Context: an optimization exercise on an open-source flow, tuned for small area, a short achievable clock period and few clock cycles. The choices shown serve that exercise and are no tape-out recipe. Where RTL was checked, it was by simulation tests only, not by an equivalence proof against the original.

==> module lpg_datapath, before the edit <==
module lpg_datapath #(
    parameter bit IS_Y = 1'b0
) (
    input  logic                               i_clk,
    input  logic [5:0]                         n_sel,
    input  logic                               i_next_last,  
    input  logic                               i_far,       
    input  logic                               i_td,        
    input  logic                               n_far,       
    input  logic                               i_load_c,
    input  logic signed [lpg_pkg::COORD_W-1:0] i_center,
    input  logic [lpg_pkg::LEN_W-1:0]          i_h,
    input  logic [5:0]                         n_booth,     
    input  logic                               n_first,     
    input  logic [2:0]                         i_load_p,    
    output logic signed [lpg_pkg::COORD_W-1:0] o_point
);
    localparam int COORD_W = lpg_pkg::COORD_W;
    localparam int LEN_W   = lpg_pkg::LEN_W;
    localparam int FRAC_W  = lpg_pkg::FRAC_W;
    localparam int POS_W   = lpg_pkg::POS_W;
    localparam int PROD_W  = lpg_pkg::PROD_W;
    logic [POS_W-1:0]           r_s, r_cv;   
    logic signed [COORD_W-1:0]  r_c;
    logic signed [PROD_W-2:0]   r_sa, r_st;
    logic signed [PROD_W-1:0]   r_sw;
    always_ff @(posedge i_clk) begin
        if (i_load_c) begin
            r_c <= i_center;
        end
    end
    logic st_neg_go, sw_neg;
    assign st_neg_go = IS_Y ? 1'b0 : !i_td;
    assign sw_neg    = IS_Y ? 1'b1 : i_td;
    function automatic logic sa_neg(input logic far, input logic td);
        sa_neg = (IS_Y && td) ? far : !far;
    endfunction
    logic n_nb, n_nc;
    always_comb begin
        n_nb = 1'b0;
        n_nc = 1'b0;
        if (n_sel[0]) begin
            n_nb = n_booth[3];
            n_nc = n_booth[0];
        end else if (n_sel[5] || n_sel[4]) begin
            n_nb = st_neg_go;
            n_nc = sa_neg(1'b0, i_td);
        end else if (n_sel[3]) begin
            n_nb = sa_neg(!n_far, i_td);
        end
    end
    logic r_a_in, r_a_kept, r_a_x, r_a_x4, r_a_tr;
    logic r_b_st, r_b_sa2, r_b_h1, r_b_h2, r_b_tr;
    logic r_c_sa, r_c_h1, r_c_h2, r_c_tr;
    logic r_nb, r_nc, r_tr;
    always_ff @(posedge i_clk) begin
        r_a_in   <= n_sel[5];
        r_a_kept <= n_sel[4];
        r_a_x    <= n_sel[3];
        r_a_x4   <= n_sel[0] && !n_first;
        r_a_tr   <= n_sel[2];
        r_b_st   <= n_sel[5] || n_sel[4];
        r_b_sa2  <= n_sel[3];
        r_b_h1   <= n_sel[0] && n_booth[5];
        r_b_h2   <= n_sel[0] && n_booth[4];
        r_b_tr   <= n_sel[2];
        r_c_sa   <= n_sel[5] || n_sel[4];
        r_c_tr   <= n_sel[2];
        r_tr     <= n_sel[2];
        r_c_h1   <= n_sel[0] && n_booth[2];
        r_c_h2   <= n_sel[0] && n_booth[1];
        r_nb     <= n_nb;
        r_nc     <= n_nc;
    end
    function automatic logic [POS_W-1:0] sx39(input logic [PROD_W-2:0] v);
        sx39 = {{(POS_W-PROD_W+1){v[PROD_W-2]}}, v};
    endfunction
    function automatic logic [POS_W-1:0] rep(input logic b);
        rep = {POS_W{b}};
    endfunction
    logic [POS_W-1:0] c_in, c_kept, opa, opq, opb, opc, opb_s, opc_s;
    logic a_kept, a_x, b_st, b_sw, c_sa, nb, nc;
    always_comb begin
        a_kept = r_a_kept || (r_a_tr && i_next_last);
        a_x    = r_a_x || (r_a_tr && !i_next_last);
        b_st   = r_b_st || (r_b_tr && i_next_last);
        b_sw   = r_b_tr && !i_next_last;
        c_sa   = r_c_sa || (r_c_tr && i_next_last);
        nb     = r_tr ? (i_next_last ? !st_neg_go : sw_neg) : r_nb;
        nc     = r_tr ? (i_next_last && sa_neg(i_far, i_td)) : r_nc;
        c_in   = {i_center[COORD_W-1], i_center, 1'b1, {(FRAC_W-1){1'b0}}};
        c_kept = {r_c[COORD_W-1], r_c, 1'b1, {(FRAC_W-1){1'b0}}};
        opa = (rep(r_a_in) & c_in)
            | (rep(a_kept) & c_kept)
            | (rep(a_x) & r_s)
            | (rep(r_a_x4) & {r_s[POS_W-5:0], 4'b0});
        opq = (rep(a_x) & r_cv)
            | (rep(r_a_x4) & {r_cv[POS_W-5:0], 4'b0});
        opb = (rep(b_st) & sx39(r_st))
            | (rep(r_b_sa2) & {sx39(r_sa), 1'b0})
            | (rep(b_sw) & {{(POS_W-PROD_W){r_sw[PROD_W-1]}}, r_sw})
            | (rep(r_b_h1) & POS_W'({i_h, 2'b0}))
            | (rep(r_b_h2) & POS_W'({i_h, 3'b0}));
        opc = (rep(c_sa) & sx39(r_sa))
            | (rep(r_c_h1) & POS_W'(i_h))
            | (rep(r_c_h2) & POS_W'({i_h, 1'b0}));
        opb_s = opb ^ rep(nb);
        opc_s = opc ^ rep(nc);
    end
    logic [POS_W-1:0] s1, c1, s2, c2;
    always_comb begin
        s1 = opa ^ opq ^ opb_s;
        c1 = (opa & opq) | (opa & opb_s) | (opq & opb_s);
        s2 = s1 ^ {c1[POS_W-2:0], nb} ^ opc_s;
        c2 = (s1 & {c1[POS_W-2:0], nb}) | (s1 & opc_s) | ({c1[POS_W-2:0], nb} & opc_s);
    end
    always_ff @(posedge i_clk) begin
        r_s  <= s2;
        r_cv <= {c2[POS_W-2:0], nc};
    end
    logic [POS_W-1:0] sum;
    assign sum = r_s + r_cv;
    logic [COORD_W-1:0] r_pos;    
    always_ff @(posedge i_clk) begin
        r_pos <= (sum[POS_W-1] ^ sum[POS_W-2]) ? {sum[POS_W-1], {(COORD_W-1){!sum[POS_W-1]}}}
                                               : sum[POS_W-2:FRAC_W];
        if (i_load_p[0]) r_sa <= $signed(sum[PROD_W-2:0]);
        if (i_load_p[1]) r_st <= $signed(sum[PROD_W-2:0]);
        if (i_load_p[2]) r_sw <= $signed(sum[PROD_W-1:0]);
    end
    assign o_point = r_pos;
endmodule
clock: 7.5 ns
lec_check: 0
cap_margin: 20
core_margin: 2
core_utilization: 40
setup_slack_margin: 4.5
slew_margin: 20
standard.sh (not shown) runs the stock make flow with config.mk's settings and CLKGATE_MAP_FILE= SYNTH_SCRIPT=/design/flow/synth_recipe.tcl, a recipe that flattens the netlist after the stock synthesis.
==> flow/flow/run.sh <==
#!/bin/bash
# The standard layout, with the port buffers made of the smallest buffer cell.
set -euo pipefail
export BUFFER_PORTS_ARGS="-buffer_cell sky130_fd_sc_hd__buf_1"
bash standard.sh > standard.log 2>&1
==> next run, changes <==
--- a/flow/design.v
+++ b/flow/design.v
@@ -169,11 +169,16 @@
     always_ff @(posedge i_clk) begin
         r_s  <= s2;
         r_cv <= {c2[POS_W-2:0], nc};
     end
     logic [POS_W-1:0] sum;
-    assign sum = r_s + r_cv;
+    lpg_add #(.W(POS_W)) u_add (
+        .i_a   (r_s),
+        .i_b   (r_cv),
+        .i_cin (1'b0),
+        .o_sum (sum)
+    );
     logic [COORD_W-1:0] r_pos;    
     always_ff @(posedge i_clk) begin
         r_pos <= (sum[POS_W-1] ^ sum[POS_W-2]) ? {sum[POS_W-1], {(COORD_W-1){!sum[POS_W-1]}}}
                                                : sum[POS_W-2:FRAC_W];
         if (i_load_p[0]) r_sa <= $signed(sum[PROD_W-2:0]);
Cell area went down by a few percent. Fmax went up by a few percent. Synthesized area went down by a few percent. Wire length went down by roughly a tenth. Cell count went down by a little under a tenth. Die area went down by a few percent. First-iteration DRC count went down by roughly a tenth. Count of clock-buffer cells in the layout went up by 1.
Testbench counts after the change, summed over its fixed seeds: cycles 30,311.
No functional check of the RTL was part of the first run of this note.


## run Z
Another version of the RTL of lawnmower_path_generator (not shown whole).
Size in the first run: roughly 3700 cells after synthesis, roughly 740 flip-flops, about 40000 sq um of cells after synthesis.
==> flow/config.mk <==
export PLATFORM = sky130hd
export DESIGN_NAME = lawnmower_path_generator
export DESIGN_NICKNAME = lawnmower_path_generator
export VERILOG_FILES = /design/flow/design.v
export SDC_FILE = /design/flow/constraint.sdc
export NUM_CORES = 4
export LEC_CHECK = 0
export CAP_MARGIN = 20
export CORE_MARGIN = 2
export CORE_UTILIZATION = 40
export SETUP_SLACK_MARGIN = 4.5
export SLEW_MARGIN = 20
==> flow/constraint.sdc <==
create_clock -name core_clock -period 7.5 [get_ports {i_clk}]
set_input_delay 1.5000 -clock core_clock [delete_from_list [all_inputs] [get_ports {i_clk}]]
set_output_delay 1.5000 -clock core_clock [all_outputs]
set_load 0.01 [all_outputs]
run.sh (not shown) runs the stock make flow with config.mk's settings and CLKGATE_MAP_FILE= SYNTH_SCRIPT=/design/flow/synth_recipe.tcl, a recipe that flattens the netlist after the stock synthesis.
Stock flow here: none of the scripts above is used.
Run Z ended with every stage complete and zero timing, DRC or antenna violations.
Testbench counts of run Z, summed over its fixed seeds: cycles 30,311.
#### Input delta (run B over run Z)
--- a/flow/design.v
+++ b/flow/design.v
@@ -260,19 +260,19 @@
     assign weff = {r_w[LEN_W-1:1], r_w[0] | r_wz};
     assign span = r_td ? {r_ylen[LEN_W-1:1], 1'b0} : {r_xlen[LEN_W-1:1], 1'b0};
     logic       r_mrun;      
     logic       r_mprep;     
     logic       r_cdone;     
     logic [1:0] r_round;     
     logic [1:0] r_dig;       
     logic       c_act;       
     logic [2:0]       r_dload;
-    logic [1:0]       r_dround;    
+    logic [LEN_W-1:0] r_h;
     assign c_act = r_mrun && !r_mprep && !r_cdone;
     always_ff @(posedge i_clk) begin
         if (restart) begin
             r_mprep <= 1'b1;
             r_cdone <= 1'b0;
             r_round <= '0;
             r_dig   <= '0;
         end else if (r_mrun) begin
             r_mprep <= 1'b0;
@@ -309,28 +309,28 @@
         booth = {w[3] ^ w[2], (w[4] ^ w[3]) & !(w[3] ^ w[2]), w[4],
                  w[1] ^ w[0], (w[2] ^ w[1]) & !(w[1] ^ w[0]), w[2]};
     endfunction
     always_comb begin
         tx_is_cos = (r_round == 2'd0) ? r_td : !r_td;
         m_tx  = tx_is_cos ? r_cos : r_sin;
         m_ty  = tx_is_cos ? r_sin : r_cos;
         bth_x = booth(window(m_tx, r_dig));
         bth_y = booth(window(m_ty, r_dig));
-        if (r_dround[1]) begin
+        if (r_round[1]) begin
             m_h = weff;
-        end else if (r_dround[0] ^ r_td) begin
+        end else if (r_round[0] ^ r_td) begin
             m_h = {1'b0, r_xlen[LEN_W-1:1]};
         end else begin
             m_h = {1'b0, r_ylen[LEN_W-1:1]};
         end
     end
     always_ff @(posedge i_clk) begin
-        r_dround <= r_round;
+        r_h      <= m_h;
     end
     localparam logic [1:0] ST_IDLE = 2'd0;
     localparam logic [1:0] ST_WAIT = 2'd1;
     localparam logic [1:0] ST_RUN  = 2'd2;
     localparam logic [1:0] ST_DRAIN = 2'd3;    
     logic [1:0]        r_state, n_state;
     logic              r_busy, n_busy;
     logic              r_valid, n_valid;
     logic [PNUM_W-1:0] r_pnum, n_pnum;   
@@ -471,34 +471,34 @@
     lpg_datapath #(.IS_Y(1'b0)) u_dp_x (
         .i_clk       (i_clk),
         .n_sel       (n_sel),
         .i_td        (r_td),
         .n_far       (n_far),
         .i_far       (r_far),
         .i_next_last (r_next_last),
         .i_load_c    (idle),
         .i_center    (i_center_x),
-        .i_h         (m_h),
+        .i_h         (r_h),
         .n_booth     (bth_x),
         .n_first     (r_dig == 2'd0),
         .i_load_p    (r_pload),
         .o_point     (o_point_x)
     );
     lpg_datapath #(.IS_Y(1'b1)) u_dp_y (
         .i_clk       (i_clk),
         .n_sel       (n_sel),
         .i_td        (r_td),
         .n_far       (n_far),
         .i_far       (r_far),
         .i_next_last (r_next_last),
         .i_load_c    (idle),
         .i_center    (i_center_y),
-        .i_h         (m_h),
+        .i_h         (r_h),
         .n_booth     (bth_y),
         .n_first     (r_dig == 2'd0),
         .i_load_p    (r_pload),
         .o_point     (o_point_y)
     );
     assign busy           = r_busy;
     assign o_point_valid  = r_show_valid;
     assign o_point_number = r_show_pnum;
     assign o_last_point   = r_show_last;
[summary]
Having completed the whole flow, run B delivered a layout that passed the timing, design-rule and antenna checks.
On worst-case hold slack, run Z tracks run B almost exactly.
NOTE: number of optimization iterations in the first detailed-route pass in run B exceeds that of run Z
Run B -> run Z: number of pins with negative max-slew slack in the final report flat
Run Z has lower register fraction of the total cell area than run B.
Taking run Z as the reference, in run B parity-gate share of the synthesized area counting xor and xnor cells did not really move, layout sequential cell count shows an increase of 22, clock period minus worst slack fell 120 ps, data required time of the critical path now smaller, first-pass GRT wire length went down 5.5%.
Wire length, run B vs run Z: down by a few percent
The higher simple logic cell fraction of the synthesized area came out of run B.
Comparing the two runs side by side, run B comes out ahead of run Z on highest attainable clock frequency.
Testbench counts of run B, summed over its fixed seeds: cycles 30,311.

## static timing again, ports no longer ideal
The flow's constraints put no driver on any port. The routed layouts listed below were extracted and timed again, unchanged, in two steps. Step 1 assumes that a clkbuf_16 drives the clock port and a buf_2 every other input. Step 2 times the ports against the registers' clock, not the clock port: input delays grow and output delays shrink by t, the midpoint of the rising clock arrivals with the driver on. Three values: no drivers, after step 1, after step 2; two values: the first two.
run | t (ns) | setup slack, ns | worst setup path after step 2
the first run of note 1 | 0.740 | 4.220 / 4.220 / 4.072 | input to register
the second run of note 1 | 0.726 | 4.396 / 4.396 / 3.925 | input to register
run Z | 0.734 | 4.191 / 4.191 / 3.770 | input to register
run B | 0.726 | 4.316 / 4.316 / 3.867 | input to register
After both steps setup and hold are still met in every run listed. For the second run of note 1, which loses most, drivers alone change the setup slack by 0.000 ns; drivers and shift together by -0.471 ns.
